Context: an optimization exercise on an open-source flow, tuned for small area, a short achievable clock period and few clock cycles per item. The choices shown serve that exercise and are no tape-out recipe. Function was not checked in any run shown here: the RTL went through the layout flow alone. Power figures rest on the tool's default switching activity, not on a simulated workload.

==> design/flow/design.v <==
`default_nettype none
package lcce_pkg;
  localparam int unsigned CHAIN_LENGTH = 12;
  localparam int unsigned PIX_W        = 24;
  localparam int unsigned STEP_W       = 16;
  localparam int unsigned ADDR_W       = 5;
  localparam int unsigned DATA_W       = 32;
  localparam logic [7:0] RST_BLINK_PERIOD  = 8'd1;
  localparam logic [3:0] RST_ACTIVE_PIXELS = 4'd12;
  localparam logic [2:0] RST_DIM_SHIFT     = 3'd6;
  localparam logic [7:0] RST_ZERO_CODE     = 8'd31;
  localparam logic [7:0] RST_ONE_CODE      = 8'd61;
endpackage
`default_nettype wire
`default_nettype none
module lcce_regs (
  input  logic                          clk_i,
  input  logic                          rst_ni,
  input  logic                          psel,
  input  logic                          penable,
  input  logic                          pwrite,
  input  logic [lcce_pkg::ADDR_W-1:0]   paddr,
  input  logic [lcce_pkg::DATA_W-1:0]   pwdata,
  output logic [lcce_pkg::DATA_W-1:0]   prdata,
  output logic [7:0]                    blink_period_o,
  output logic [3:0]                    active_pixels_o,
  output logic [2:0]                    dim_shift_o,
  output logic [7:0]                    zero_code_o,
  output logic [7:0]                    one_code_o
);
  logic [7:0] bp_q, zc_q, oc_q;
  logic [3:0] ap_q;
  logic [2:0] ds_q;
  logic [7:0] rd_d, rd_q;
  logic       wr_en;
  assign wr_en = psel && penable && pwrite;
  always_ff @(posedge clk_i or negedge rst_ni) begin
    if (!rst_ni) begin
      bp_q <= lcce_pkg::RST_BLINK_PERIOD;
      ap_q <= lcce_pkg::RST_ACTIVE_PIXELS;
      ds_q <= lcce_pkg::RST_DIM_SHIFT;
      zc_q <= lcce_pkg::RST_ZERO_CODE;
      oc_q <= lcce_pkg::RST_ONE_CODE;
    end else if (wr_en) begin
      case (paddr[4:2])
        3'd0: bp_q <= pwdata[7:0];
        3'd1: ap_q <= pwdata[3:0];
        3'd2: ds_q <= pwdata[2:0];
        3'd3: zc_q <= pwdata[7:0];
        3'd4: oc_q <= pwdata[7:0];
        default: ;
      endcase
    end
  end
  always_comb begin
    case (paddr[4:2])
      3'd0:    rd_d = bp_q;
      3'd1:    rd_d = {4'd0, ap_q};
      3'd2:    rd_d = {5'd0, ds_q};
      3'd3:    rd_d = zc_q;
      3'd4:    rd_d = oc_q;
      default: rd_d = 8'd0;
    endcase
  end
  always_ff @(posedge clk_i) begin
    rd_q <= rd_d;
  end
  assign prdata          = {24'd0, rd_q};
  assign blink_period_o  = bp_q;
  assign active_pixels_o = ap_q;
  assign dim_shift_o     = ds_q;
  assign zero_code_o     = zc_q;
  assign one_code_o      = oc_q;
endmodule
`default_nettype wire
`default_nettype none
module lcce_front (
  input  logic                          clk_i,
  input  logic                          rst_ni,
  input  logic [7:0]                    blink_period_i,
  input  logic                          in_valid_i,
  input  logic                          take_i,
  input  logic [lcce_pkg::STEP_W-1:0]   step_index_i,
  output logic                          ready_next_o,
  output logic                          lit_o
);
  logic [7:0] period;
  logic [7:0] rem_q, rem_in, rem_mid, rem_d;
  logic [3:0] cnt_q;
  logic [1:0] bits;
  assign period = (blink_period_i == 8'd0) ? 8'd1 : blink_period_i;
  function automatic logic [7:0] rstep(input logic [7:0] r, input logic b,
                                       input logic [7:0] p);
    logic [8:0] t, d;
    t = {r, b};
    d = t - {1'b0, p};
    if (t >= {1'b0, p}) rstep = d[7:0];
    else                rstep = t[7:0];
  endfunction
  always_comb begin
    case (cnt_q[2:0])
      3'd0: bits = step_index_i[15:14];
      3'd1: bits = step_index_i[13:12];
      3'd2: bits = step_index_i[11:10];
      3'd3: bits = step_index_i[9:8];
      3'd4: bits = step_index_i[7:6];
      3'd5: bits = step_index_i[5:4];
      3'd6: bits = step_index_i[3:2];
      default: bits = step_index_i[1:0];
    endcase
  end
  assign rem_in  = (cnt_q == 4'd0) ? 8'd0 : rem_q;
  assign rem_mid = rstep(rem_in, bits[1], period);
  assign rem_d   = rstep(rem_mid, bits[0], period);
  always_ff @(posedge clk_i or negedge rst_ni) begin
    if (!rst_ni) begin
      cnt_q <= '0;
    end else if (!in_valid_i || take_i) begin
      cnt_q <= '0;
    end else if (!cnt_q[3]) begin
      cnt_q <= cnt_q + 4'd1;
    end
  end
  always_ff @(posedge clk_i) begin
    if (!cnt_q[3]) rem_q <= rem_d;
  end
  assign ready_next_o = in_valid_i && !take_i && (cnt_q[3] || cnt_q[2:0] == 3'd7);
  assign lit_o        = (rem_q == 8'd0);
endmodule
`default_nettype wire
`default_nettype none
module lcce_queue (
  input  logic                clk_i,
  input  logic                rst_ni,
  input  logic                shift_i,
  input  logic                lit_i,
  input  logic [23:0]         pixel_i,
  input  logic [3:0]          pix_i,
  input  logic [1:0]          sel_i,
  output logic [7:0]          byte_o
);
  localparam int N = lcce_pkg::CHAIN_LENGTH;
  logic [N*24-1:0] chain_q;
  logic [N-1:0]    flag_q;
  logic [23:0]     cur;
  logic [7:0]      cur_byte;
  logic            mask;
  always_ff @(posedge clk_i or negedge rst_ni) begin
    if (!rst_ni) begin
      flag_q <= '0;
    end else if (shift_i) begin
      flag_q <= {flag_q[N-2:0], lit_i};
    end
  end
  always_ff @(posedge clk_i) begin
    if (shift_i) chain_q <= {chain_q[(N-1)*24-1:0], pixel_i};
  end
  always_comb begin
    cur  = '0;
    mask = 1'b0;
    for (int i = 0; i < N; i++) begin
      if (int'(pix_i) == i) begin
        cur  = chain_q[i*24 +: 24];
        mask = flag_q[i];
      end
    end
    case (sel_i)
      2'd0:    cur_byte = cur[23:16];
      2'd1:    cur_byte = cur[15:8];
      default: cur_byte = cur[7:0];
    endcase
  end
  assign byte_o = cur_byte & {8{mask & flag_q[0]}};
endmodule
`default_nettype wire
`default_nettype none
module lcce_back (
  input  logic        clk_i,
  input  logic        rst_ni,
  input  logic [3:0]  active_pixels_i,
  input  logic        take_i,
  output logic        reads_done_next_o,
  output logic [3:0]  pix_o,
  output logic [1:0]  sel_o,
  input  logic [7:0]  byte_i,
  output logic        out_valid_o,
  input  logic        out_stall_i,
  output logic [7:0]  bits_o,
  output logic        reset_slot_o
);
  logic [3:0] n;
  logic       busy_q, busy_d, pend_q, pend_d, ov_q, ov_d, rs_q, rs_d;
  logic [3:0] pix_q, pix_d;
  logic [1:0] sel_q, sel_d;
  logic [7:0] e_q, e_d;
  logic       out_free, at_rslot, start;
  assign n        = (active_pixels_i > 4'd12) ? 4'd12 : active_pixels_i;
  assign out_free = !ov_q || !out_stall_i;
  assign at_rslot = (pix_q == n);
  assign start    = take_i || pend_q;
  always_comb begin
    busy_d = busy_q;
    pend_d = pend_q;
    pix_d  = pix_q;
    sel_d  = sel_q;
    ov_d   = ov_q;
    e_d    = e_q;
    rs_d   = rs_q;
    if (!busy_q) begin
      if (out_free) ov_d = 1'b0;
      if (take_i) begin
        busy_d = 1'b1;
        pix_d  = '0;
        sel_d  = '0;
      end
    end else if (out_free) begin
      ov_d = 1'b1;
      if (at_rslot) begin
        e_d  = '0;
        rs_d = 1'b1;
        pend_d = 1'b0;
        if (start) begin
          pix_d = '0;
          sel_d = '0;
        end else begin
          busy_d = 1'b0;
        end
      end else begin
        e_d  = byte_i;
        rs_d = 1'b0;
        if (sel_q == 2'd2) begin
          sel_d = '0;
          pix_d = pix_q + 4'd1;
        end else begin
          sel_d = sel_q + 2'd1;
        end
      end
    end else if (take_i) begin
      pend_d = 1'b1;
    end
  end
  always_ff @(posedge clk_i or negedge rst_ni) begin
    if (!rst_ni) begin
      busy_q <= 1'b0;
      pend_q <= 1'b0;
      ov_q   <= 1'b0;
    end else begin
      busy_q <= busy_d;
      pend_q <= pend_d;
      ov_q   <= ov_d;
    end
  end
  always_ff @(posedge clk_i) begin
    pix_q <= pix_d;
    sel_q <= sel_d;
    e_q   <= e_d;
    rs_q  <= rs_d;
  end
  assign reads_done_next_o = !busy_d || ((pix_d == n) && !pend_d);
  assign pix_o        = pix_q;
  assign sel_o        = sel_q;
  assign out_valid_o  = ov_q;
  assign bits_o       = e_q;
  assign reset_slot_o = rs_q;
endmodule
`default_nettype wire
`default_nettype none
module led_chain_chase_encoder_unit (
  input  logic                          clk_i,
  input  logic                          rst_ni,
  input  logic                          psel,
  input  logic                          penable,
  input  logic                          pwrite,
  input  logic [lcce_pkg::ADDR_W-1:0]   paddr,
  input  logic [lcce_pkg::DATA_W-1:0]   pwdata,
  output logic [lcce_pkg::DATA_W-1:0]   prdata,
  output logic                          pready,
  input  logic                          in_valid_i,
  output logic                          in_stall_o,
  input  logic [lcce_pkg::STEP_W-1:0]   step_index_i,
  input  logic [7:0]                    red_i,
  input  logic [7:0]                    green_i,
  input  logic [7:0]                    blue_i,
  output logic                          out_valid_o,
  input  logic                          out_stall_i,
  output logic [7:0]                    bit7_code_o,
  output logic [7:0]                    bit6_code_o,
  output logic [7:0]                    bit5_code_o,
  output logic [7:0]                    bit4_code_o,
  output logic [7:0]                    bit3_code_o,
  output logic [7:0]                    bit2_code_o,
  output logic [7:0]                    bit1_code_o,
  output logic [7:0]                    bit0_code_o,
  output logic                          reset_slot_o,
  output logic                          last_of_frame_o
);
  logic [7:0]  blink_period, zero_code, one_code, zero_eff;
  logic [3:0]  active_pixels;
  logic [2:0]  dim_shift;
  logic        acc_q, take, ready_next, reads_done_next, lit;
  logic [3:0]  pix;
  logic [1:0]  sel;
  logic [7:0]  rd_byte, bits;
  logic        rslot;
  logic [23:0] pixel;
  assign pready = 1'b1;
  lcce_regs u_regs (
    .clk_i           (clk_i),
    .rst_ni          (rst_ni),
    .psel            (psel),
    .penable         (penable),
    .pwrite          (pwrite),
    .paddr           (paddr),
    .pwdata          (pwdata),
    .prdata          (prdata),
    .blink_period_o  (blink_period),
    .active_pixels_o (active_pixels),
    .dim_shift_o     (dim_shift),
    .zero_code_o     (zero_code),
    .one_code_o      (one_code)
  );
  lcce_front u_front (
    .clk_i          (clk_i),
    .rst_ni         (rst_ni),
    .blink_period_i (blink_period),
    .in_valid_i     (in_valid_i),
    .take_i         (take),
    .step_index_i   (step_index_i),
    .ready_next_o   (ready_next),
    .lit_o          (lit)
  );
  always_ff @(posedge clk_i or negedge rst_ni) begin
    if (!rst_ni) begin
      acc_q <= 1'b0;
    end else begin
      acc_q <= !acc_q && ready_next && reads_done_next;
    end
  end
  assign in_stall_o = !acc_q;
  assign take       = acc_q && in_valid_i;
  assign pixel      = {green_i >> dim_shift, red_i >> dim_shift, blue_i >> dim_shift};
  lcce_queue u_chain (
    .clk_i   (clk_i),
    .rst_ni  (rst_ni),
    .shift_i (take),
    .lit_i   (lit),
    .pixel_i (pixel),
    .pix_i   (pix),
    .sel_i   (sel),
    .byte_o  (rd_byte)
  );
  lcce_back u_back (
    .clk_i             (clk_i),
    .rst_ni            (rst_ni),
    .active_pixels_i   (active_pixels),
    .take_i            (take),
    .reads_done_next_o (reads_done_next),
    .pix_o             (pix),
    .sel_o             (sel),
    .byte_i            (rd_byte),
    .out_valid_o       (out_valid_o),
    .out_stall_i       (out_stall_i),
    .bits_o            (bits),
    .reset_slot_o      (rslot)
  );
  assign zero_eff = zero_code & {8{!rslot}};
  assign bit7_code_o     = bits[7] ? one_code : zero_eff;
  assign bit6_code_o     = bits[6] ? one_code : zero_eff;
  assign bit5_code_o     = bits[5] ? one_code : zero_eff;
  assign bit4_code_o     = bits[4] ? one_code : zero_eff;
  assign bit3_code_o     = bits[3] ? one_code : zero_eff;
  assign bit2_code_o     = bits[2] ? one_code : zero_eff;
  assign bit1_code_o     = bits[1] ? one_code : zero_eff;
  assign bit0_code_o     = bits[0] ? one_code : zero_eff;
  assign reset_slot_o    = rslot;
  assign last_of_frame_o = rslot;
endmodule
`default_nettype wire
==> design/flow/run.sh <==
#!/bin/bash
# synth_recipe.tcl (not shown) runs the flow's synth.tcl, then flattens the netlist and writes it again
# the make line also repeats each setting of config.mk as NAME=value (left out here)
make -C /OpenROAD-flow-scripts/flow DESIGN_CONFIG=/design/flow/config.mk WORK_HOME=/design/flow/orfs CLKGATE_MAP_FILE= SYNTH_SCRIPT=/design/flow/synth_recipe.tcl finish
==> design/flow/config.mk <==
export PLATFORM = sky130hd
export DESIGN_NAME = led_chain_chase_encoder_unit
export DESIGN_NICKNAME = led_chain_chase_encoder_unit
export VERILOG_FILES = /design/flow/design.v
export SDC_FILE = /design/flow/constraint.sdc
export NUM_CORES = 4
export LEC_CHECK = 0
export CAP_MARGIN = 20
export CORE_MARGIN = 2
export CORE_UTILIZATION = 40
export SLEW_MARGIN = 20
==> design/flow/constraint.sdc <==
create_clock -name core_clock -period 4.5 [get_ports {clk_i}]
set_input_delay 0.9000 -clock core_clock [delete_from_list [all_inputs] [get_ports {clk_i}]]
set_output_delay 0.9000 -clock core_clock [all_outputs]
set_load 0.01 [all_outputs]
==> results.sh, run 1 <==
export IMPL_finalWorstPathRequiredPeriod_ns=4.869
export IMPL_power_per_cell_area_nw_per_um2=534.0
export IMPL_floorplan_die_height_um=213.0
export IMPL_cts_root_buffer_cell="sky130_fd_sc_hd__clkbuf_16"
export IMPL_vias_per_cell=5.410
export IMPL_nFillCells=3810
export IMPL_multiInputGateArea_um2=6213
export IMPL_run_status="complete, but fails checks"
export IMPL_cts_inserted_buffers=41
export IMPL_critical_path_arrival_ns=5.17
export IMPL_slew_limit_headroom_pct=31.38
export IMPL_setup_violations=8
export IMPL_cts_tree="done"
export IMPL_worstSkewPairLatency_ns=0.56
export IMPL_route_detailed_wl_per_inst_um=18.65
export IMPL_critPathMaxStageDelay_ns=0.42
export IMPL_syn_area_per_cell_um2=11.89
export IMPL_global_route_overflow_total=0
export IMPL_fraction_of_final_layout_cells_with_drive_strength_greater_than_1_pct=15.27
export IMPL_synth_cell_area_um2=17480
export IMPL_synth_warnings=5
export IMPL_synthToLayoutAreaGrowth_pct=21.41
export IMPL_clock_sinks=370
export IMPL_yosys_area_top_type="sky130_fd_sc_hd__edfxtp_1"
export IMPL_worst_setup_path_start_kind="flip-flop"
export IMPL_cts_max_path_bufs=3
export IMPL_timing_max_cap_violations=0
export IMPL_reg2reg_slack_ns=-0.37
export IMPL_timing_setup_tns_ns=-2.768
export IMPL_sequential_cell_area_fraction_in_the_yosys_report_pct=61.52
export IMPL_crit_path_top_delay_cell="sky130_fd_sc_hd__dfrtp_1"
export IMPL_finalClockSkew_ns=0.02180
export IMPL_synth_enable_flop_cells=307
export IMPL_clock_h_tree_levels=2
export IMPL_post_synth_inst_count=1470
export IMPL_timing_worst_setup_path_type="reg2reg"
export IMPL_yosys_cell_count_top_type="sky130_fd_sc_hd__edfxtp_1"
export IMPL_yosys_most_used_dff="sky130_fd_sc_hd__edfxtp_1"
export IMPL_path_clk_slew_ns=0.06
export IMPL_synth_ff_latch_count=370
export IMPL_dr_total_vias=12200
export IMPL_detailedRoute_firstIterationViolations=1020
export IMPL_netlist_area_leader_share_pct=52.74
export IMPL_cp_capture_type="flip-flop"
export IMPL_wire_length_of_the_first_global_routing_pass_um=65290
export IMPL_fmaxAchievable_mhz=205.4
export IMPL_port_buffer_count=133
export IMPL_power_share_switching_pct=30.04
export IMPL_grt_util_all_layers_pct=18.37
export IMPL_r2r_start="u_front.cnt_q[1]$_DFFE_PN0P_"
export IMPL_hpwl_um=29040
export IMPL_register_area_um2=10750
export IMPL_slew_viol_final=0
export IMPL_ir_drop_mv=0.3801
export IMPL_synthTopCellsByCount="307 x sky130_fd_sc_hd__edfxtp_1, 181 x sky130_fd_sc_hd__nand2_1, 152 x sky130_fd_sc_hd__o21ai_0, 71 x sky130_fd_sc_hd__clkbuf_1, 70 x sky130_fd_sc_hd__nor2_1"
export IMPL_worst_pin_slew_ns=1.029
export IMPL_die_width_um=213.0
export IMPL_post_route_worst_setup_slack_ns=-0.3688
export IMPL_total_wirelength_of_the_detailed_routed_design_um=42060
export IMPL_synth_async_reset_ratio_pct=13.78
export IMPL_comb_power_share_pct=35.2
export IMPL_route_detailed_drc=0
export IMPL_gpl_final_weighted_congestion=0.8644
export IMPL_worstPathRequired_ns=4.80
export IMPL_design_core_area_um2=43080
export IMPL_period_share_pct=108.2
export IMPL_timing_critical_path_fanout_max=5
export IMPL_maximum_number_of_pins_on_one_net_before_global_route_repair=215
export IMPL_worstPathBufferInverterCount=2
export IMPL_cp_top_family="compound AO/OA/AOI/OAI gates"
export IMPL_detailedPlace_worstSlack_ns=-1.080
export IMPL_netSwitchingPower_mw=3.405
export IMPL_initial_core_util_pct=40.58
export IMPL_cp_cell_sequence="buf_4 -> ha_4 -> a222oi_1 -> nor2_1 -> a211o_1 -> mux2i_2 -> ha_2 -> nor2b_2 -> o21ai_2 -> a21boi_2 -> o211ai_1 -> a32oi_2 -> mux2i_2 -> ha_1 -> nor2b_4 -> o21ai_2 -> a21boi_2 -> o21a_1 -> o21ai_2 -> a21oi_2 -> a221oi_4 -> buf_6 -> mux2_4"
export IMPL_placementRows=76
export IMPL_finalNetCount=1756
export IMPL_synth_lib_cells_used_distinct=75
export IMPL_power_leakage_nw=7.367
export IMPL_drtPass1Iterations=5
export IMPL_clockPowerShare_pct=28.6
export IMPL_number_of_global_route_vias_before_repair=11570
export IMPL_critPathMostFrequentCell="sky130_fd_sc_hd__o21ai_2"
export IMPL_power_frac_seq_pct=36.2
export IMPL_design_portCount=185
export IMPL_die_area_um2=45390
export IMPL_hold_viol_final=0
export IMPL_ys_top_cells_by_area="sky130_fd_sc_hd__edfxtp_1 53%, sky130_fd_sc_hd__dfrtp_1 5.2%, sky130_fd_sc_hd__o21ai_0 4.4%"
export IMPL_cts_hold_buf=0
export IMPL_grt_setup_unrepaired="yes"
export IMPL_so_faults="setup timing"
export IMPL_reg2reg_to="u_front.rem_q[3]$_DFFE_PN_"
export IMPL_ant_nets=0
export IMPL_min_delay_path_class="in2async"
export IMPL_r2r_worst_path_cells=23
export IMPL_antenna_cells_inserted=0
export IMPL_antenna_violations_before_repair=0
export IMPL_internal_power_mw=7.928
stage by stage:
stage                     hold slack [ns]  power [mW]  utilization, %  instances  area, um2
final                              0.2631       11.33           49.27       2255      21220
after global routing               0.2786       11.89           49.27       2255      21220
after CTS                          0.2548       11.25           49.02       2251      21120
after detailed placement           0.4290       7.644           45.64       2165      19660
after global placement             0.4226       7.592           45.64       2165      19660
after floorplan                    0.4207       6.318               -       1493      17580
flip-flops by register name (all words and copies together) (netlist names):
| name | count |
|---|---|
| u_back.e_q | 8 |
| u_regs.oc_q | 8 |
| acc_q | 1 |
| u_back.sel_q | 2 |
| u_back.busy_q | 1 |
| u_chain.chain_q | 288 |
| u_regs.ap_q | 4 |
| u_back.ov_q | 1 |
| u_regs.rd_q | 8 |
| u_back.rs_q | 1 |
| u_front.rem_q | 8 |
| u_chain.flag_q | 12 |
| u_regs.ds_q | 3 |
| u_front.cnt_q | 4 |
| u_back.pix_q | 4 |
| u_regs.bp_q | 8 |
| u_back.pend_q | 1 |
| u_regs.zc_q | 8 |
cells in the final DEF (no fill, tap or decap), types with 9 or more instances in the layout:
cell,synthesis,routed
sky130_fd_sc_hd__or3_1,9,9
sky130_fd_sc_hd__a31oi_1,10,10
sky130_fd_sc_hd__mux2_2,49,42
sky130_fd_sc_hd__ha_1,30,23
sky130_fd_sc_hd__a22oi_1,35,35
sky130_fd_sc_hd__clkdlybuf4s50_1,0,128
sky130_fd_sc_hd__o211ai_1,11,11
sky130_fd_sc_hd__clkinv_1,2,9
sky130_fd_sc_hd__dfxtp_1,12,12
sky130_fd_sc_hd__xnor2_1,11,11
sky130_fd_sc_hd__o22ai_1,31,31
sky130_fd_sc_hd__a211oi_1,19,19
sky130_fd_sc_hd__nand3_1,14,14
sky130_fd_sc_hd__o21ai_0,152,149
sky130_fd_sc_hd__nor3_1,34,34
sky130_fd_sc_hd__edfxtp_1,307,307
sky130_fd_sc_hd__and2_1,11,11
sky130_fd_sc_hd__clkbuf_16,0,42
sky130_fd_sc_hd__clkbuf_1,71,9
sky130_fd_sc_hd__o31ai_1,15,15
sky130_fd_sc_hd__buf_4,27,87
sky130_fd_sc_hd__a21oi_1,68,67
sky130_fd_sc_hd__nand2b_1,15,15
sky130_fd_sc_hd__nor2b_1,13,10
sky130_fd_sc_hd__nor2_1,70,70
sky130_fd_sc_hd__dfstp_2,15,15
sky130_fd_sc_hd__mux2i_1,35,33
sky130_fd_sc_hd__conb_1,2,25
sky130_fd_sc_hd__nand2_1,181,179
sky130_fd_sc_hd__dfrtp_1,36,36
sky130_fd_sc_hd__inv_1,34,32
sky130_fd_sc_hd__a221oi_1,40,40
worst max-delay path by stage:
stage | from | endpoint | depth (start not counted)
2_1_floorplan | step_index_i[15] | u_front.rem_q[2]$_DFFE_PN_ | 20
3_3_place_gp | step_index_i[15] | u_front.rem_q[4]$_DFFE_PN_ | 22
3_5_place_dp | step_index_i[15] | u_front.rem_q[3]$_DFFE_PN_ | 22
4_1_cts | u_front.cnt_q[1]$_DFFE_PN0P_ | u_front.rem_q[3]$_DFFE_PN_ | 23
5_1_grt | u_front.cnt_q[0]$_DFFE_PN0P_ | u_front.rem_q[3]$_DFFE_PN_ | 23
6_report | u_front.cnt_q[1]$_DFFE_PN0P_ | u_front.rem_q[3]$_DFFE_PN_ | 23
cell families (layout without fill, tap and decap cells):
group,after synthesis,after routing,synth area share (%)
other,2,25,0.04297
buffers and inverters,160,337,4.180
DFF,370,370,61.52
adders and majority gates,32,32,2.377
and+or+nand+nor,367,367,9.291
muxes,87,87,5.548
AOI/OAI and AO/OA,435,435,16.18
xor gates and xnor gates,17,17,0.8518
area by class of cell:
type	count	share of cell area (%)
flip-flops and latches	370	50.68
clock inverters	21	0.9492
inverters	38	0.7311
well taps	585	3.449
repair buffers	226	9.740
clock buffers	52	5.177
multi-input cells	963	29.28
repair_timing:
| action | CTS | global route |
|---|---|---|
| buffers inserted | 13 | 3 |
| pin swaps | 18 | 13 |
| hold endpoints to repair | 0 | 0 |
| cloned | 0 | 0 |
| setup endpoints to repair | 8 | 8 |
| gates resized for setup | 20 | 13 |
power groups by stage:
stage	combinational (mW)	sequential, mW	clock, mW
detailed placement	3.47	4.17	0
global route	4.32	4.13	3.44
floorplan	2.27	4.05	0
global placement	3.43	4.16	0
CTS	3.84	4.10	3.31
finish	3.99	4.10	3.24
per-layer routing:
layer / GRT usage (%) / part of all wire, % / wire length [um]
met1: 26.96 / 47 / 19630
met2: 27.99 / 45 / 19030
met3: 2.795 / 5.8 / 2435
met4: 5.932 / 2.3 / 953
met5: 0 / 0 / 0
==> inputs of run 2 (changes only) <==
--- a/design/flow/config.mk
+++ b/design/flow/config.mk
@@ -7,2 +7,3 @@
 export LEC_CHECK = 0
+export ABC_CLOCK_PERIOD_IN_PS = 2200
 export CAP_MARGIN = 20
@@ -10,2 +11,3 @@
 export CORE_UTILIZATION = 40
+export SETUP_SLACK_MARGIN = 2.3
 export SLEW_MARGIN = 20
==> run 2 against run 1 <==
  * Still fails the layout checks on setup timing
  * Sequential power barely moved
  * Via count is 8.2% higher
  * First-iteration DRC count rose by 24%
  * Critical path depth fell by 2
  * Sequential share of layout area down 5.3 points
  * Power is 9.3% higher
  * Critical endpoint unchanged
  * Largest cell class unchanged
==> results.sh, run 2 <==
export IMPL_run_status="complete, but fails checks"
export IMPL_so_faults="setup timing"
export IMPL_yosys_area_top_type="sky130_fd_sc_hd__edfxtp_1"
export IMPL_finalNetCount=1871
export IMPL_global_route_overflow_total=0
export IMPL_largest_reg_flops=288
export IMPL_design_core_area_um2=43080
export IMPL_route_detailed_drc=0
export IMPL_syn_area_per_cell_um2=11.89
export IMPL_cts_hold_buf=0
export IMPL_yosys_cell_count_top_type="sky130_fd_sc_hd__edfxtp_1"
export IMPL_finalNonFillerCells=2371
export IMPL_layout_cells_most_common_list="307 x sky130_fd_sc_hd__edfxtp_1, 176 x sky130_fd_sc_hd__nand2_1, 127 x sky130_fd_sc_hd__buf_4"
export IMPL_synth_lib_cells_used_distinct=75
export IMPL_layout_commonest_cell="sky130_fd_sc_hd__edfxtp_1"
export IMPL_vias_per_cell=5.569
export IMPL_design_portCount=185
export IMPL_synth_async_reset_ratio_pct=13.78
export IMPL_synth_warnings=5
export IMPL_total_wirelength_of_the_detailed_routed_design_um=49770
export IMPL_min_delay_path_class="in2async"
export IMPL_finalClockSkew_ns=0.02236
export IMPL_worstSkewPairLatency_ns=0.56
export IMPL_number_of_global_route_vias_before_repair=12560
export IMPL_ys_top_cells_by_area="sky130_fd_sc_hd__edfxtp_1 53%, sky130_fd_sc_hd__dfrtp_1 5.2%, sky130_fd_sc_hd__o21ai_0 4.4%"
export IMPL_yosys_most_used_dff="sky130_fd_sc_hd__edfxtp_1"
export IMPL_cts_inserted_buffers=40
export IMPL_power_leakage_nw=8.725
export IMPL_ant_nets=0
export IMPL_worst_setup_path_start_kind="input pin"
export IMPL_timing_setup_tns_ns=-3.172
export IMPL_sequential_cell_area_fraction_in_the_yosys_report_pct=61.52
export IMPL_grt_util_all_layers_pct=20.70
export IMPL_netlist_area_leader_share_pct=52.74
export IMPL_cts_root_buffer_cell="sky130_fd_sc_hd__clkbuf_16"
export IMPL_antenna_cells_inserted=0
export IMPL_crit_path_top_delay_cell="sky130_fd_sc_hd__clkdlybuf4s50_1"
export IMPL_synthTopCellsByCount="307 x sky130_fd_sc_hd__edfxtp_1, 181 x sky130_fd_sc_hd__nand2_1, 152 x sky130_fd_sc_hd__o21ai_0, 71 x sky130_fd_sc_hd__clkbuf_1, 70 x sky130_fd_sc_hd__nor2_1"
export IMPL_hold_viol_final=0
export IMPL_wire_length_of_the_first_global_routing_pass_um=72550
export IMPL_path_clk_slew_ns=0.06
export IMPL_die_width_um=213.0
export IMPL_drtPass1Iterations=8
export IMPL_cts_max_path_bufs=3
export IMPL_power_per_cell_area_nw_per_um2=522.1
export IMPL_detailedPlace_worstSlack_ns=-1.008
export IMPL_cts_tree="done"
export IMPL_dr_total_vias=13210
export IMPL_timing_critical_path_fanout_max=4
export IMPL_finalWorstPathRequiredPeriod_ns=4.920
export IMPL_clock_h_tree_levels=2
export IMPL_initial_core_util_pct=40.58
export IMPL_synth_ff_latch_count=370
export IMPL_setup_violations=8
export IMPL_maximum_number_of_pins_on_one_net_before_global_route_repair=197
export IMPL_post_route_worst_setup_slack_ns=-0.4196
export IMPL_fmaxAchievable_mhz=203.3
export IMPL_floorplan_die_height_um=213.0
export IMPL_register_ranked_first_by_flip_flop_count="u_chain.chain_q"
export IMPL_cp_top_family="compound AO/OA/AOI/OAI gates"
export IMPL_worstPathRequired_ns=4.80
export IMPL_slew_limit_headroom_pct=49.34
export IMPL_critical_path_arrival_ns=5.22
export IMPL_antenna_violations_before_repair=0
export IMPL_stdcell_area_um2=23720
export IMPL_cp_capture_type="flip-flop"
export IMPL_hpwl_um=29820
export IMPL_numPlacedInstances=2165
export IMPL_gpl_final_weighted_congestion=0.8463
export IMPL_place_area_um2=19720
export IMPL_synth_enable_flop_cells=307
export IMPL_post_synth_inst_count=1470
export IMPL_timing_worst_setup_path_type="in2reg"
export IMPL_power_mw=12.38
export IMPL_period_share_pct=109.3
export IMPL_grt_setup_unrepaired="yes"
export IMPL_reg_largest_list="u_chain.chain_q: 288 flops, u_chain.flag_q: 12 flops"
export IMPL_route_detailed_wl_per_inst_um=20.99
export IMPL_port_buffer_count=133
export IMPL_worstPathBufferInverterCount=3
export IMPL_ir_drop_mv=0.4666
export IMPL_placementRows=76
export IMPL_timing_max_cap_violations=0
export IMPL_detailedRoute_firstIterationViolations=1265
export IMPL_slew_viol_final=0
export IMPL_die_area_um2=45390
export IMPL_fraction_of_final_layout_cells_with_drive_strength_greater_than_1_pct=36.11
export IMPL_worst_pin_slew_ns=0.7599
export IMPL_synth_cell_area_um2=17480
export IMPL_synthToLayoutAreaGrowth_pct=35.69
export IMPL_clock_sinks=370
export IMPL_cp_cell_sequence="clkdlybuf4s50_1 -> a222oi_1 -> nor2_1 -> a211o_1 -> mux2i_2 -> ha_2 -> nor2b_1 -> o21ai_2 -> a21boi_2 -> o211ai_1 -> a32oi_2 -> buf_4 -> mux2_4 -> ha_4 -> a21boi_2 -> o21a_1 -> o21ai_2 -> a21oi_2 -> a221oi_4 -> buf_6 -> mux2_4"
export IMPL_critPathMaxStageDelay_ns=0.40
## run 2: cell counts after synthesis
No cell type changed its count.
## run 2: area by class of cell
cell class                 instances  area [um2]
inverter                          38       183.9
fill                            3508       19360
clock inverter                    20       125.1
clock buffer                      53        1112
sequential                       370       10770
tap                              585       732.0
timing repair buffer             339        3189
multi-input combinational        966        7604
## run 2: repair_timing
item / 4_1_cts / 5_1_grt
gates resized for setup: 606 / 167
setup buffers: 87 / 37
endpoints found under the setup margin: 372 / 310
hold endpoints to repair: 0 / 0
cloned: 6 / 3
pin swaps: 96 / 76
## run 2: logic make-up (layout without fill, tap and decap cells)
group,count (synthesis),count (layout),share of synthesized area [%]
mux,87,87,5.548
fa+ha+maj,32,32,2.377
flops,370,370,61.52
compound gates,435,435,16.18
buf+inv,160,450,4.180
other cells,2,25,0.04297
xor+xnor,17,17,0.8518
simple gates,367,370,9.291
## run 2: stage by stage
stage | hold slack, ns | util [%]
final | 0.2863 | 55.06
after global routing | 0.3103 | 55.06
after CTS | 0.2594 | 52.32
after detailed placement | 0.4281 | 45.79
after global placement | 0.4247 | 45.79
after floorplan | 0.4207 | -
## run 2: report_power, final
part | internal (mW) | switching [mW]
Sequential | 3.91 | 0.206
Combinational | 2.73 | 2.42
Clock | 1.79 | 1.33
Total | 8.44 | 3.95
## run 2: worst paths after layout
| path | from | end | slack [ns] | depth (start not counted) |
|---|---|---|---|---|
| setup / recovery | step_index_i[15] | u_front.rem_q[3]$_DFFE_PN_ | -0.42 | 21 |
| hold reg to reg | u_chain.chain_q[166]$_DFFE_PP_ | u_chain.chain_q[190]$_DFFE_PP_ | 0.43 | 0 |
| setup reg to reg | u_front.cnt_q[0]$_DFFE_PN0P_ | u_front.rem_q[3]$_DFFE_PN_ | -0.38 | 22 |
| min in group core_clock | u_chain.chain_q[166]$_DFFE_PP_ | u_chain.chain_q[190]$_DFFE_PP_ | 0.43 | 0 |
| hold / removal | rst_ni | u_regs.zc_q[5]$_DFFE_PN0P_ | 0.29 | 1 |
| max in group asynchronous | rst_ni | acc_q$_DFF_PN0_ | 3.32 | 2 |
## run 2: routing by layer
layer  global-route usage [%]  vias up  wire length [um]
li1                         -     6107                 -
met1                    28.91     6525             21500
met2                    32.03      487             24000
met3                    3.280       86              2852
met4                    9.043        0              1416
met5                        0        -                 0
==> inputs of run 3 (changes only) <==
--- a/design/flow/design.v
+++ b/design/flow/design.v
@@ -24,2 +24,3 @@
   output logic [lcce_pkg::DATA_W-1:0]   prdata,
+  output logic                          wr_o,
   output logic [7:0]                    blink_period_o,
@@ -67,2 +68,3 @@
   end
+  assign wr_o            = wr_en;
   assign prdata          = {24'd0, rd_q};
@@ -80,2 +82,3 @@
   input  logic [7:0]                    blink_period_i,
+  input  logic                          cfg_wr_i,
   input  logic                          in_valid_i,
@@ -86,14 +89,36 @@
 );
-  logic [7:0] period;
-  logic [7:0] rem_q, rem_in, rem_mid, rem_d;
-  logic [3:0] cnt_q;
-  logic [1:0] bits;
-  assign period = (blink_period_i == 8'd0) ? 8'd1 : blink_period_i;
-  function automatic logic [7:0] rstep(input logic [7:0] r, input logic b,
-                                       input logic [7:0] p);
-    logic [8:0] t, d;
-    t = {r, b};
-    d = t - {1'b0, p};
-    if (t >= {1'b0, p}) rstep = d[7:0];
-    else                rstep = t[7:0];
+  logic [7:0]  period;
+  logic [9:0]  p3_q;
+  logic        cfg_ok_q;
+  logic [7:0]  rem_q, rem_d;
+  logic [3:0]  cnt_q;
+  logic [1:0]  bits;
+  logic [9:0]  t, d1, d2, d3;
+  logic        ge1, ge2, ge3;
+  logic        clear;
+  assign period = {blink_period_i[7:1], blink_period_i[0] | (blink_period_i == 8'd0)};
+  function automatic logic [10:0] sub10(input logic [9:0] a, input logic [9:0] b);
+    logic [9:0] g, p, gg, pp, c;
+    logic [9:0] nb;
+    nb = ~b;
+    g  = a & nb;
+    p  = a ^ nb;
+    gg = g;
+    pp = p;
+    gg[0] = g[0] | p[0];
+    for (int s = 1; s < 10; s = s * 2) begin
+      logic [9:0] ng, np;
+      ng = gg;
+      np = pp;
+      for (int i = 0; i < 10; i++) begin
+        if (i >= s) begin
+          ng[i] = gg[i] | (pp[i] & gg[i-s]);
+          np[i] = pp[i] & pp[i-s];
+        end
+      end
+      gg = ng;
+      pp = np;
+    end
+    c = {gg[8:0], 1'b1};
+    sub10 = {gg[9], p ^ c};
   endfunction
@@ -111,12 +136,27 @@
   end
-  assign rem_in  = (cnt_q == 4'd0) ? 8'd0 : rem_q;
-  assign rem_mid = rstep(rem_in, bits[1], period);
-  assign rem_d   = rstep(rem_mid, bits[0], period);
+  assign t = {rem_q, bits};
+  assign {ge1, d1} = sub10(t, {2'b00, period});
+  assign {ge2, d2} = sub10(t, {1'b0, period, 1'b0});
+  assign {ge3, d3} = sub10(t, p3_q);
+  always_comb begin
+    if (ge3)      rem_d = d3[7:0];
+    else if (ge2) rem_d = d2[7:0];
+    else if (ge1) rem_d = d1[7:0];
+    else          rem_d = t[7:0];
+  end
+  assign clear = !in_valid_i || take_i || !cfg_ok_q;
   always_ff @(posedge clk_i or negedge rst_ni) begin
     if (!rst_ni) begin
-      cnt_q <= '0;
-    end else if (!in_valid_i || take_i) begin
-      cnt_q <= '0;
-    end else if (!cnt_q[3]) begin
-      cnt_q <= cnt_q + 4'd1;
+      cnt_q    <= '0;
+      rem_q    <= '0;
+      cfg_ok_q <= 1'b0;
+    end else begin
+      cfg_ok_q <= !cfg_wr_i;
+      if (clear) begin
+        cnt_q <= '0;
+        rem_q <= '0;
+      end else if (!cnt_q[3]) begin
+        cnt_q <= cnt_q + 4'd1;
+        rem_q <= rem_d;
+      end
     end
@@ -124,5 +164,5 @@
   always_ff @(posedge clk_i) begin
-    if (!cnt_q[3]) rem_q <= rem_d;
+    p3_q <= {2'b00, period} + {1'b0, period, 1'b0};
   end
-  assign ready_next_o = in_valid_i && !take_i && (cnt_q[3] || cnt_q[2:0] == 3'd7);
+  assign ready_next_o = in_valid_i && !take_i && cfg_ok_q && (cnt_q[3] || cnt_q[2:0] == 3'd7);
   assign lit_o        = (rem_q == 8'd0);
@@ -137,4 +177,4 @@
   input  logic [23:0]         pixel_i,
-  input  logic [3:0]          pix_i,
-  input  logic [1:0]          sel_i,
+  input  logic [11:0]         pix_oh_i,
+  input  logic [2:0]          sel_oh_i,
   output logic [7:0]          byte_o
@@ -144,5 +184,4 @@
   logic [N-1:0]    flag_q;
-  logic [23:0]     cur;
-  logic [7:0]      cur_byte;
-  logic            mask;
+  logic [N-1:0]    pm;
+  logic [2:0]      sm;
   always_ff @(posedge clk_i or negedge rst_ni) begin
@@ -157,18 +196,12 @@
   end
+  assign pm = pix_oh_i & flag_q;
+  assign sm = sel_oh_i & {3{flag_q[0]}};
   always_comb begin
-    cur  = '0;
-    mask = 1'b0;
+    byte_o = '0;
     for (int i = 0; i < N; i++) begin
-      if (int'(pix_i) == i) begin
-        cur  = chain_q[i*24 +: 24];
-        mask = flag_q[i];
-      end
+      byte_o = byte_o | ({8{pm[i] & sm[0]}} & chain_q[i*24+16 +: 8])
+                      | ({8{pm[i] & sm[1]}} & chain_q[i*24+8  +: 8])
+                      | ({8{pm[i] & sm[2]}} & chain_q[i*24    +: 8]);
     end
-    case (sel_i)
-      2'd0:    cur_byte = cur[23:16];
-      2'd1:    cur_byte = cur[15:8];
-      default: cur_byte = cur[7:0];
-    endcase
   end
-  assign byte_o = cur_byte & {8{mask & flag_q[0]}};
 endmodule
@@ -182,4 +215,4 @@
   output logic        reads_done_next_o,
-  output logic [3:0]  pix_o,
-  output logic [1:0]  sel_o,
+  output logic [11:0] pix_oh_o,
+  output logic [2:0]  sel_oh_o,
   input  logic [7:0]  byte_i,
@@ -190,11 +223,17 @@
 );
-  logic [3:0] n;
-  logic       busy_q, busy_d, pend_q, pend_d, ov_q, ov_d, rs_q, rs_d;
-  logic [3:0] pix_q, pix_d;
-  logic [1:0] sel_q, sel_d;
-  logic [7:0] e_q, e_d;
-  logic       out_free, at_rslot, start;
-  assign n        = (active_pixels_i > 4'd12) ? 4'd12 : active_pixels_i;
+  logic [12:0] n_oh;
+  logic        busy_q, busy_d, pend_q, pend_d, ov_q, ov_d, rs_q, rs_d;
+  logic [12:0] pix_q, pix_d;
+  logic [2:0]  sel_q, sel_d;
+  logic [7:0]  e_q, e_d;
+  logic        out_free, at_rslot, at_rslot_d, start;
+  always_comb begin
+    n_oh = '0;
+    for (int i = 0; i < 12; i++) begin
+      if (int'(active_pixels_i) == i) n_oh[i] = 1'b1;
+    end
+    if (active_pixels_i >= 4'd12) n_oh[12] = 1'b1;
+  end
   assign out_free = !ov_q || !out_stall_i;
-  assign at_rslot = (pix_q == n);
+  assign at_rslot = |(pix_q & n_oh);
   assign start    = take_i || pend_q;
@@ -212,4 +251,4 @@
         busy_d = 1'b1;
-        pix_d  = '0;
-        sel_d  = '0;
+        pix_d  = 13'd1;
+        sel_d  = 3'd1;
       end
@@ -218,8 +257,8 @@
       if (at_rslot) begin
-        e_d  = '0;
-        rs_d = 1'b1;
+        e_d    = '0;
+        rs_d   = 1'b1;
         pend_d = 1'b0;
         if (start) begin
-          pix_d = '0;
-          sel_d = '0;
+          pix_d = 13'd1;
+          sel_d = 3'd1;
         end else begin
@@ -230,8 +269,4 @@
         rs_d = 1'b0;
-        if (sel_q == 2'd2) begin
-          sel_d = '0;
-          pix_d = pix_q + 4'd1;
-        end else begin
-          sel_d = sel_q + 2'd1;
-        end
+        sel_d = {sel_q[1:0], sel_q[2]};
+        if (sel_q[2]) pix_d = {pix_q[11:0], 1'b0};
       end
@@ -258,5 +293,6 @@
   end
-  assign reads_done_next_o = !busy_d || ((pix_d == n) && !pend_d);
-  assign pix_o        = pix_q;
-  assign sel_o        = sel_q;
+  assign at_rslot_d        = |(pix_d & n_oh);
+  assign reads_done_next_o = !busy_d || (at_rslot_d && !pend_d);
+  assign pix_oh_o     = pix_q[11:0];
+  assign sel_oh_o     = sel_q;
   assign out_valid_o  = ov_q;
@@ -300,4 +336,5 @@
   logic        acc_q, take, ready_next, reads_done_next, lit;
-  logic [3:0]  pix;
-  logic [1:0]  sel;
+  logic [11:0] pix_oh;
+  logic [2:0]  sel_oh;
+  logic        cfg_wr;
   logic [7:0]  rd_byte, bits;
@@ -315,2 +352,3 @@
     .prdata          (prdata),
+    .wr_o            (cfg_wr),
     .blink_period_o  (blink_period),
@@ -325,2 +363,3 @@
     .blink_period_i (blink_period),
+    .cfg_wr_i       (cfg_wr),
     .in_valid_i     (in_valid_i),
@@ -347,4 +386,4 @@
     .pixel_i (pixel),
-    .pix_i   (pix),
-    .sel_i   (sel),
+    .pix_oh_i (pix_oh),
+    .sel_oh_i (sel_oh),
     .byte_o  (rd_byte)
@@ -357,4 +396,4 @@
     .reads_done_next_o (reads_done_next),
-    .pix_o             (pix),
-    .sel_o             (sel),
+    .pix_oh_o          (pix_oh),
+    .sel_oh_o          (sel_oh),
     .byte_i            (rd_byte),
--- a/design/flow/config.mk
+++ b/design/flow/config.mk
@@ -7,3 +7,2 @@
 export LEC_CHECK = 0
-export ABC_CLOCK_PERIOD_IN_PS = 2200
 export CAP_MARGIN = 20
@@ -11,3 +10,2 @@
 export CORE_UTILIZATION = 40
-export SETUP_SLACK_MARGIN = 2.3
 export SLEW_MARGIN = 20
==> run 3 against run 2 <==
  * The run now finishes clean
  * Global-route usage grew 1.2 points
  * Via count shrank 0.61%
  * Sequential cell count grew 21
  * Non-clock buffer count shrank 157
  * Clock power grew 21%
  * Power down 21%
  * Critical path type is now reg2reg
  * Largest power group is now registers
==> results.sh, run 3 <==
export IMPL_layout_cells_most_common_list="300 x sky130_fd_sc_hd__edfxtp_1, 189 x sky130_fd_sc_hd__nand2_1, 132 x sky130_fd_sc_hd__clkdlybuf4s50_1"
export IMPL_synth_ff_latch_count=391
export IMPL_run_status="timing/DRC/antenna clean"
export IMPL_power_per_cell_area_nw_per_um2=452.6
export IMPL_drtPass1Iterations=7
export IMPL_route_detailed_wl_per_inst_um=23.07
export IMPL_power_leakage_nw=7.677
export IMPL_register_ranked_first_by_flip_flop_count="u_chain.chain_q"
export IMPL_crit_path_end="u_front.rem_q[2]$_DFFE_PN0P_"
export IMPL_global_route_overflow_total=0
export IMPL_dr_total_vias=13130
export IMPL_worstPathRequired_ns=5.00
export IMPL_route_detailed_drc=0
export IMPL_die_width_um=216.8
export IMPL_timing_worst_setup_path_type="reg2reg"
export IMPL_ys_top_cells_by_area="sky130_fd_sc_hd__edfxtp_1 50%, sky130_fd_sc_hd__dfrtp_1 6.2%, sky130_fd_sc_hd__nand2_1 3.9%"
export IMPL_synth_warnings=5
export IMPL_yosys_area_share_xor_xnor_pct=1.015
export IMPL_port_buffer_count=133
export IMPL_setup_violations=0
export IMPL_synth_enable_flop_cells=300
export IMPL_synth_top_family_by_area="compound AO/OA/AOI/OAI gates"
export IMPL_ir_drop_mv=0.2692
export IMPL_nFillCells=4019
export IMPL_resize_count_post_cts=0
export IMPL_timing_max_cap_violations=0
export IMPL_reg_largest_list="u_chain.chain_q: 288 flops, u_back.pix_q: 13 flops, u_chain.flag_q: 12 flops"
export IMPL_sequential_cell_area_fraction_in_the_yosys_report_pct=61.53
export IMPL_slew_viol_final=0
export IMPL_finalClockSkew_ns=0.01943
export IMPL_number_of_global_route_vias_before_repair=12650
export IMPL_synthToLayoutAreaGrowth_pct=19.90
export IMPL_netlist_area_leader_share_pct=49.72
export IMPL_power_mw=9.832
export IMPL_worst_pin_slew_ns=1.072
export IMPL_finalNonFillerCells=2270
export IMPL_layout_commonest_cell="sky130_fd_sc_hd__edfxtp_1"
export IMPL_critical_path_arrival_ns=4.64
export IMPL_hpwl_um=34530
export IMPL_syn_area_per_cell_um2=12.19
export IMPL_reg2reg_to="u_front.rem_q[2]$_DFFE_PN0P_"
export IMPL_grt_util_all_layers_pct=21.93
export IMPL_yosys_most_used_dff="sky130_fd_sc_hd__edfxtp_1"
export IMPL_cts_tree="done"
export IMPL_die_area_um2=47020
export IMPL_worstSkewPairLatency_ns=0.58
export IMPL_detailedRoute_firstIterationViolations=1477
export IMPL_post_cts_setup_buffer_count=0
export IMPL_finalNetCount=1774
export IMPL_fraction_of_final_layout_cells_with_drive_strength_greater_than_1_pct=10.73
export IMPL_setup_worst_path_start="u_front.cnt_q[0]$_DFFE_PN0P_"
export IMPL_yosys_cell_count_top_type="sky130_fd_sc_hd__edfxtp_1"
export IMPL_grt_setup_unrepaired="no"
export IMPL_largest_reg_flops=288
export IMPL_initial_core_util_pct=40.71
export IMPL_cts_inserted_buffers=43
export IMPL_gpl_final_weighted_congestion=0.8725
export IMPL_worst_hold_slack_ns=0.2131
export IMPL_synth_lib_cells_used_distinct=75
export IMPL_placementRows=77
export IMPL_r2r_worst_path_cells=18
export IMPL_yosys_area_top_type="sky130_fd_sc_hd__edfxtp_1"
export IMPL_fmaxAchievable_mhz=241.4
export IMPL_synth_area_mux_share_pct=5.400
export IMPL_wire_length_of_the_first_global_routing_pass_um=77740
export IMPL_slew_limit_headroom_pct=28.30
export IMPL_maximum_number_of_pins_on_one_net_before_global_route_repair=152
export IMPL_ant_nets=0
export IMPL_synthTopCellsByCount="300 x sky130_fd_sc_hd__edfxtp_1, 189 x sky130_fd_sc_hd__nand2_1, 116 x sky130_fd_sc_hd__o21ai_0, 89 x sky130_fd_sc_hd__a22oi_1, 74 x sky130_fd_sc_hd__nor2_1"
export IMPL_cts_root_buffer_cell="sky130_fd_sc_hd__clkbuf_16"
export IMPL_post_synth_fa_ha_maj_area_fraction_pct=3.370
export IMPL_clock_sinks=391
export IMPL_cts_max_path_bufs=3
export IMPL_synth_simple_gate_area_share_pct=9.943
export IMPL_path_clk_slew_ns=0.06
export IMPL_design_portCount=185
export IMPL_min_delay_path_class="in2async"
export IMPL_finalWorstPathRequiredPeriod_ns=4.142
export IMPL_total_wirelength_of_the_detailed_routed_design_um=52360
export IMPL_period_share_pct=92.04
export IMPL_post_synth_inst_count=1486
export IMPL_timing_critical_path_fanout_max=11
export IMPL_floorplan_die_height_um=216.8
export IMPL_synth_compound_gate_area_share_pct=15.28
export IMPL_design_core_area_um2=44510
export IMPL_synth_async_reset_ratio_pct=15.35
export IMPL_numPlacedInstances=2190
export IMPL_cp_capture_type="flip-flop"
export IMPL_layout_core_utilization_pct=48.81
export IMPL_cts_hold_buf=0
export IMPL_worst_setup_path_start_kind="flip-flop"
export IMPL_vias_per_cell=5.782
export IMPL_r2r_start="u_front.cnt_q[0]$_DFFE_PN0P_"
export IMPL_clock_h_tree_levels=2
export IMPL_antenna_violations_before_repair=1
export IMPL_reg2reg_slack_ns=0.36
export IMPL_synth_cell_area_um2=18120
export IMPL_antenna_cells_inserted=0
export IMPL_hold_viol_final=0
run 3: cells by family after synthesis:
kind of cell	after synthesis
mux	92
flops	391
other cells	2
compound gates	407
buf+inv	135
simple gates	391
fa+ha+maj	47
xor+xnor	21
run 3: per-layer routing:
metal	share of wire, %	vias up	global-route usage (%)
met4	3.4	0	9.338
li1	-	5938	-
met1	42	6376	30.00
met2	44	692	33.57
met5	0	-	0
met3	10	119	5.059
run 3: area by class of cell:
cell class	instances	area (um2)	area share, %
Tap cell	592	740.7	3.409
Inverter	42	165.2	0.7602
Sequential cell	391	11150	51.32
Timing Repair Buffer	182	1719	7.913
Multi-Input combinational cell	983	6437	29.63
Clock buffer	56	1165	5.362
Clock inverter	24	349.1	1.607
run 3: worst min-delay path by stage:
stage / startpoint / to / cells after the start
6_report: rst_ni / u_front.cnt_q[2]$_DFFE_PN0P_ / 1
2_1_floorplan: u_chain.chain_q[96]$_DFFE_PP_ / u_chain.chain_q[120]$_DFFE_PP_ / 0
3_3_place_gp: u_chain.chain_q[96]$_DFFE_PP_ / u_chain.chain_q[120]$_DFFE_PP_ / 0
3_5_place_dp: u_chain.chain_q[96]$_DFFE_PP_ / u_chain.chain_q[120]$_DFFE_PP_ / 0
4_1_cts: rst_ni / u_front.cnt_q[2]$_DFFE_PN0P_ / 1
5_1_grt: rst_ni / u_front.cfg_ok_q$_DFF_PN0_ / 1
run 3: stage by stage:
stage	TNS [ns]	area [um2]	setup WS [ns]
floorplan	0	18210	0.5821
global placement	-0.01068	20210	-0.006206
detailed placement	-0.5780	20210	-0.1217
CTS	0	21730	0.3710
global route	0	21730	0.1079
finish	0	21730	0.3582
run 3: worst max-delay path: stages, from the launching register on:
cell and delay, ns:
sky130_fd_sc_hd__dfrtp_1 0.43, sky130_fd_sc_hd__inv_1 0.10, sky130_fd_sc_hd__ha_1 0.26, sky130_fd_sc_hd__a222oi_1 0.37, sky130_fd_sc_hd__nand2_1 0.11, sky130_fd_sc_hd__nand2_1 0.08, sky130_fd_sc_hd__nand3_1 0.07, sky130_fd_sc_hd__o21ai_0 0.14
sky130_fd_sc_hd__ha_1 0.23, sky130_fd_sc_hd__inv_1 0.06, sky130_fd_sc_hd__fa_1 0.43, sky130_fd_sc_hd__a21o_1 0.20, sky130_fd_sc_hd__a21oi_1 0.21, sky130_fd_sc_hd__nor2_1 0.09, sky130_fd_sc_hd__o311a_1 0.32, sky130_fd_sc_hd__o41a_1 0.50
sky130_fd_sc_hd__a21oi_1 0.21, sky130_fd_sc_hd__o21ai_1 0.10, sky130_fd_sc_hd__a21oi_1 0.15
run 3: where the power goes:
part | internal, mW | switching, mW
clock network | 2.26 | 1.52
registers | 4.03 | 0.245
logic | 0.855 | 0.930
==> inputs of run 4 (changes only) <==
--- a/design/flow/config.mk
+++ b/design/flow/config.mk
@@ -10,2 +10,3 @@
 export CORE_UTILIZATION = 40
+export SETUP_SLACK_MARGIN = 2.0
 export SLEW_MARGIN = 20
==> run 4 against run 3 <==
  * Hold slack better by 0.18 ns
  * Combinational power up 23%
  * Largest power group unchanged
  * Synthesized area unchanged
  * Critical path depth unchanged
  * Clock power down 8.8%
  * Highest routed layer unchanged
  * Critical path type is now in2reg
  * Sequential power about the same
  * Die area unchanged
  * Still clean on timing, DRC and antenna
  * Largest cell class unchanged
  * Setup slack better by 0.36 ns
==> results.sh, run 4 <==
export IMPL_synth_enable_flop_cells=300
export IMPL_path_clk_slew_ns=0.06
export IMPL_fraction_of_final_layout_cells_with_drive_strength_greater_than_1_pct=24.80
export IMPL_die_width_um=216.8
export IMPL_timing_setup_tns_ns=0
export IMPL_wire_length_of_the_first_global_routing_pass_um=80470
export IMPL_worstPathBufferInverterCount=4
export IMPL_cts_inserted_buffers=42
export IMPL_path_depth=18
export IMPL_power_per_cell_area_nw_per_um2=436.9
export IMPL_cts_tree="done"
export IMPL_synth_async_reset_ratio_pct=15.35
export IMPL_hpwl_um=35470
export IMPL_worst_pin_slew_ns=0.7993
export IMPL_synthTopCellsByCount="300 x sky130_fd_sc_hd__edfxtp_1, 189 x sky130_fd_sc_hd__nand2_1, 116 x sky130_fd_sc_hd__o21ai_0, 89 x sky130_fd_sc_hd__a22oi_1, 74 x sky130_fd_sc_hd__nor2_1"
export IMPL_yosys_cell_count_top_type="sky130_fd_sc_hd__edfxtp_1"
export IMPL_yosys_area_top_type="sky130_fd_sc_hd__edfxtp_1"
export IMPL_yosys_most_used_dff="sky130_fd_sc_hd__edfxtp_1"
export IMPL_number_of_global_route_vias_before_repair=13030
export IMPL_setup_worst_path_start="step_index_i[4]"
export IMPL_cts_hold_buf=0
export IMPL_grt_util_all_layers_pct=22.56
export IMPL_worstPathRequired_ns=4.94
export IMPL_floorplan_die_height_um=216.8
export IMPL_r2r_start="u_front.cnt_q[0]$_DFFE_PN0P_"
export IMPL_min_delay_path_class="in2async"
export IMPL_layout_commonest_cell="sky130_fd_sc_hd__edfxtp_1"
export IMPL_register_area_um2=11170
export IMPL_gpl_final_weighted_congestion=0.8733
export IMPL_finalWorstPathRequiredPeriod_ns=3.780
export IMPL_syn_area_per_cell_um2=12.19
export IMPL_multiInputGateArea_um2=6993
export IMPL_ys_top_cells_by_area="sky130_fd_sc_hd__edfxtp_1 50%, sky130_fd_sc_hd__dfrtp_1 6.2%, sky130_fd_sc_hd__nand2_1 3.9%"
export IMPL_global_route_overflow_total=0
export IMPL_r2r_worst_path_cells=15
export IMPL_cts_root_buffer_cell="sky130_fd_sc_hd__clkbuf_16"
export IMPL_worstSkewPairLatency_ns=0.57
export IMPL_timing_critical_path_fanout_max=3
export IMPL_crit_path_end="u_front.rem_q[6]$_DFFE_PN0P_"
export IMPL_netlist_area_leader_share_pct=49.72
export IMPL_post_synth_inst_count=1486
export IMPL_route_detailed_wl_per_inst_um=23.19
export IMPL_critPathMaxStageDelay_ns=0.42
export IMPL_largest_reg_flops=288
export IMPL_slew_limit_headroom_pct=46.71
export IMPL_setup_violations=0
export IMPL_period_share_pct=84.01
export IMPL_nFillCells=3895
export IMPL_power_leakage_nw=8.438
export IMPL_maximum_number_of_pins_on_one_net_before_global_route_repair=94
export IMPL_die_area_um2=47020
export IMPL_timing_max_cap_violations=0
export IMPL_reg2reg_slack_ns=0.76
export IMPL_fmaxAchievable_mhz=264.5
export IMPL_layout_cells_most_common_list="300 x sky130_fd_sc_hd__edfxtp_1, 184 x sky130_fd_sc_hd__nand2_1, 87 x sky130_fd_sc_hd__a22oi_1"
export IMPL_dr_total_vias=13780
export IMPL_cp_cell_sequence="clkdlybuf4s50_1 -> a222oi_1 -> nand2_1 -> nand2_1 -> nand3_1 -> o21ai_2 -> ha_2 -> inv_2 -> fa_2 -> a21o_1 -> a21oi_2 -> nor2_2 -> o311a_1 -> buf_6 -> o41ai_4 -> buf_4 -> a211oi_2 -> o311a_1"
export IMPL_ir_drop_mv=0.2312
export IMPL_reg2reg_to="u_front.rem_q[6]$_DFFE_PN0P_"
export IMPL_design_core_area_um2=44510
export IMPL_crit_path_top_delay_cell="sky130_fd_sc_hd__clkdlybuf4s50_1"
export IMPL_antenna_cells_inserted=0
export IMPL_run_status="timing/DRC/antenna clean"
export IMPL_vias_per_cell=5.862
export IMPL_cts_max_path_bufs=3
export IMPL_hold_viol_final=0
export IMPL_design_portCount=185
export IMPL_grt_setup_unrepaired="yes"
export IMPL_placementRows=77
export IMPL_drtPass1Iterations=5
export IMPL_clock_sinks=391
export IMPL_port_buffer_count=133
export IMPL_stdcell_area_um2=22700
export IMPL_finalNetCount=1855
export IMPL_finalClockSkew_ns=0.01180
export IMPL_synthToLayoutAreaGrowth_pct=25.28
export IMPL_synth_warnings=5
export IMPL_timing_worst_setup_path_type="in2reg"
export IMPL_worst_setup_path_start_kind="input pin"
export IMPL_slew_viol_final=0
export IMPL_synth_ff_latch_count=391
export IMPL_antenna_violations_before_repair=0
export IMPL_sequential_cell_area_fraction_in_the_yosys_report_pct=61.53
export IMPL_clock_h_tree_levels=2
export IMPL_critical_path_arrival_ns=4.22
export IMPL_route_detailed_drc=0
export IMPL_total_wirelength_of_the_detailed_routed_design_um=54500
export IMPL_synth_lib_cells_used_distinct=75
export IMPL_ant_nets=0
export IMPL_place_area_um2=20220
export IMPL_reg_largest_list="u_chain.chain_q: 288 flops, u_back.pix_q: 13 flops, u_chain.flag_q: 12 flops"
export IMPL_cp_capture_type="flip-flop"
export IMPL_synth_cell_area_um2=18120
export IMPL_detailedRoute_firstIterationViolations=1613
export IMPL_cp_top_family="compound AO/OA/AOI/OAI gates"
export IMPL_register_ranked_first_by_flip_flop_count="u_chain.chain_q"
export IMPL_initial_core_util_pct=40.71
## run 4: cell counts after synthesis
Identical to the previous run, type by type.
## run 4: worst min path at each step
| stage | startpoint | end | slack [ns] | cells past startpoint |
|---|---|---|---|---|
| 6_report | rst_ni | u_front.cnt_q[2]$_DFFE_PN0P_ | 0.40 | 1 |
| 5_1_grt | rst_ni | u_front.cnt_q[0]$_DFFE_PN0P_ | 0.43 | 1 |
| 4_1_cts | rst_ni | u_front.cnt_q[2]$_DFFE_PN0P_ | 0.39 | 1 |
| 3_5_place_dp | u_chain.chain_q[107]$_DFFE_PP_ | u_chain.chain_q[131]$_DFFE_PP_ | 0.43 | 0 |
| 3_3_place_gp | u_chain.chain_q[106]$_DFFE_PP_ | u_chain.chain_q[130]$_DFFE_PP_ | 0.43 | 0 |
| 2_1_floorplan | u_chain.chain_q[96]$_DFFE_PP_ | u_chain.chain_q[120]$_DFFE_PP_ | 0.43 | 0 |
## run 4: per-stage QoR
step / setup WS (ns) / total power [mW] / hold slack, ns / instances / util (%)
after global routing: 0.5630 / 10.36 / 0.4282 / 2350 / 51.00
after floorplan: 0.7903 / 5.546 / 0.4264 / 1509 / -
final: 0.7197 / 9.919 / 0.3965 / 2350 / 51.00
after detailed placement: 0.07901 / 6.115 / 0.4333 / 2190 / 45.44
after global placement: 0.09113 / 6.080 / 0.4296 / 2190 / 45.44
after CTS: 0.8404 / 9.697 / 0.3853 / 2309 / 49.22
## run 4: cell families (layout without fill, tap and decap cells)
kind of cell    count (synthesis)  after routing  synth area share, %
other cells                     2             25              0.04145
fa+ha+maj                      47             47                3.370
mux                            92             92                5.400
compound gates                407            407                15.28
flops                         391            391                61.53
simple gates                  391            391                9.943
buf+inv                       135            384                3.418
xor+xnor                       21             21                1.015
## run 4: routing by layer
metal	up-vias	share of wire, %	routed length, um	global-route usage [%]
li1	6138	-	-	-
met1	6816	42	23050	31.39
met2	710	46	25170	35.78
met3	111	8.8	4784	4.277
met4	0	2.7	1489	7.192
met5	-	0	0	0
## run 4: report_power, final
part / switching (mW) / leakage, nW / total (mW) / internal, mW
clock network: 1.45 / 0.655 / 3.44 / 1.99
logic: 1.10 / 4.08 / 2.20 / 1.10
registers: 0.247 / 3.71 / 4.28 / 4.03
## run 4: area by class of cell
class                      instances  area share (%)
clock inverter                    19          0.8157
tap                              592           3.263
sequential                       391           49.20
clock buffer                      59           5.137
multi-input combinational        983           30.81
timing repair buffer             264           10.02
inverter                          42          0.7606
## run 4: timing repair
item                       in CTS  in global routing
gates resized for setup       395                144
setup buffers                  40                 41
setup endpoints to repair     389                378
hold endpoints to repair        0                  0
pin swaps                      15                 23
cloned                          1                  0

port drivers added, routing unchanged:
The results above use ideal ports. As a check the final layouts listed here were re-extracted and re-timed, cells and wires unchanged.
Step 1 sets driving cells, clkbuf_16 on the clock port and buf_2 on the other inputs (assumed; they add their load-dependent delay and slew).
Step 2 adds t to the input delays and takes it off the output delays; t is the mean of the earliest and latest rising clock arrival at the registers after step 1. Input paths then give back, and output paths get back, about the clock's delay inside the block.
Three values: no drivers, after step 1, after step 2; two values: the first two.
| run | t, ns | slack for setup (ns) | slew at the worst register clock pin (ns) |
|---|---|---|---|
| run 1 | 0.597 | -0.369 / -0.369 / -0.909 | 0.06 / 0.06 |
| run 2 | 0.597 | -0.420 / -0.389 / -0.986 | 0.06 / 0.06 |
| run 3 | 0.631 | 0.358 / 0.358 / -0.213 | 0.07 / 0.07 |
| run 4 | 0.619 | 0.720 / 0.753 / 0.134 | 0.07 / 0.07 |
Met with ideal ports but missed after step 2: setup timing in run 3. The setup slack of run 4, which loses most, moves by +0.033 ns with the drivers and by -0.586 ns with both steps.
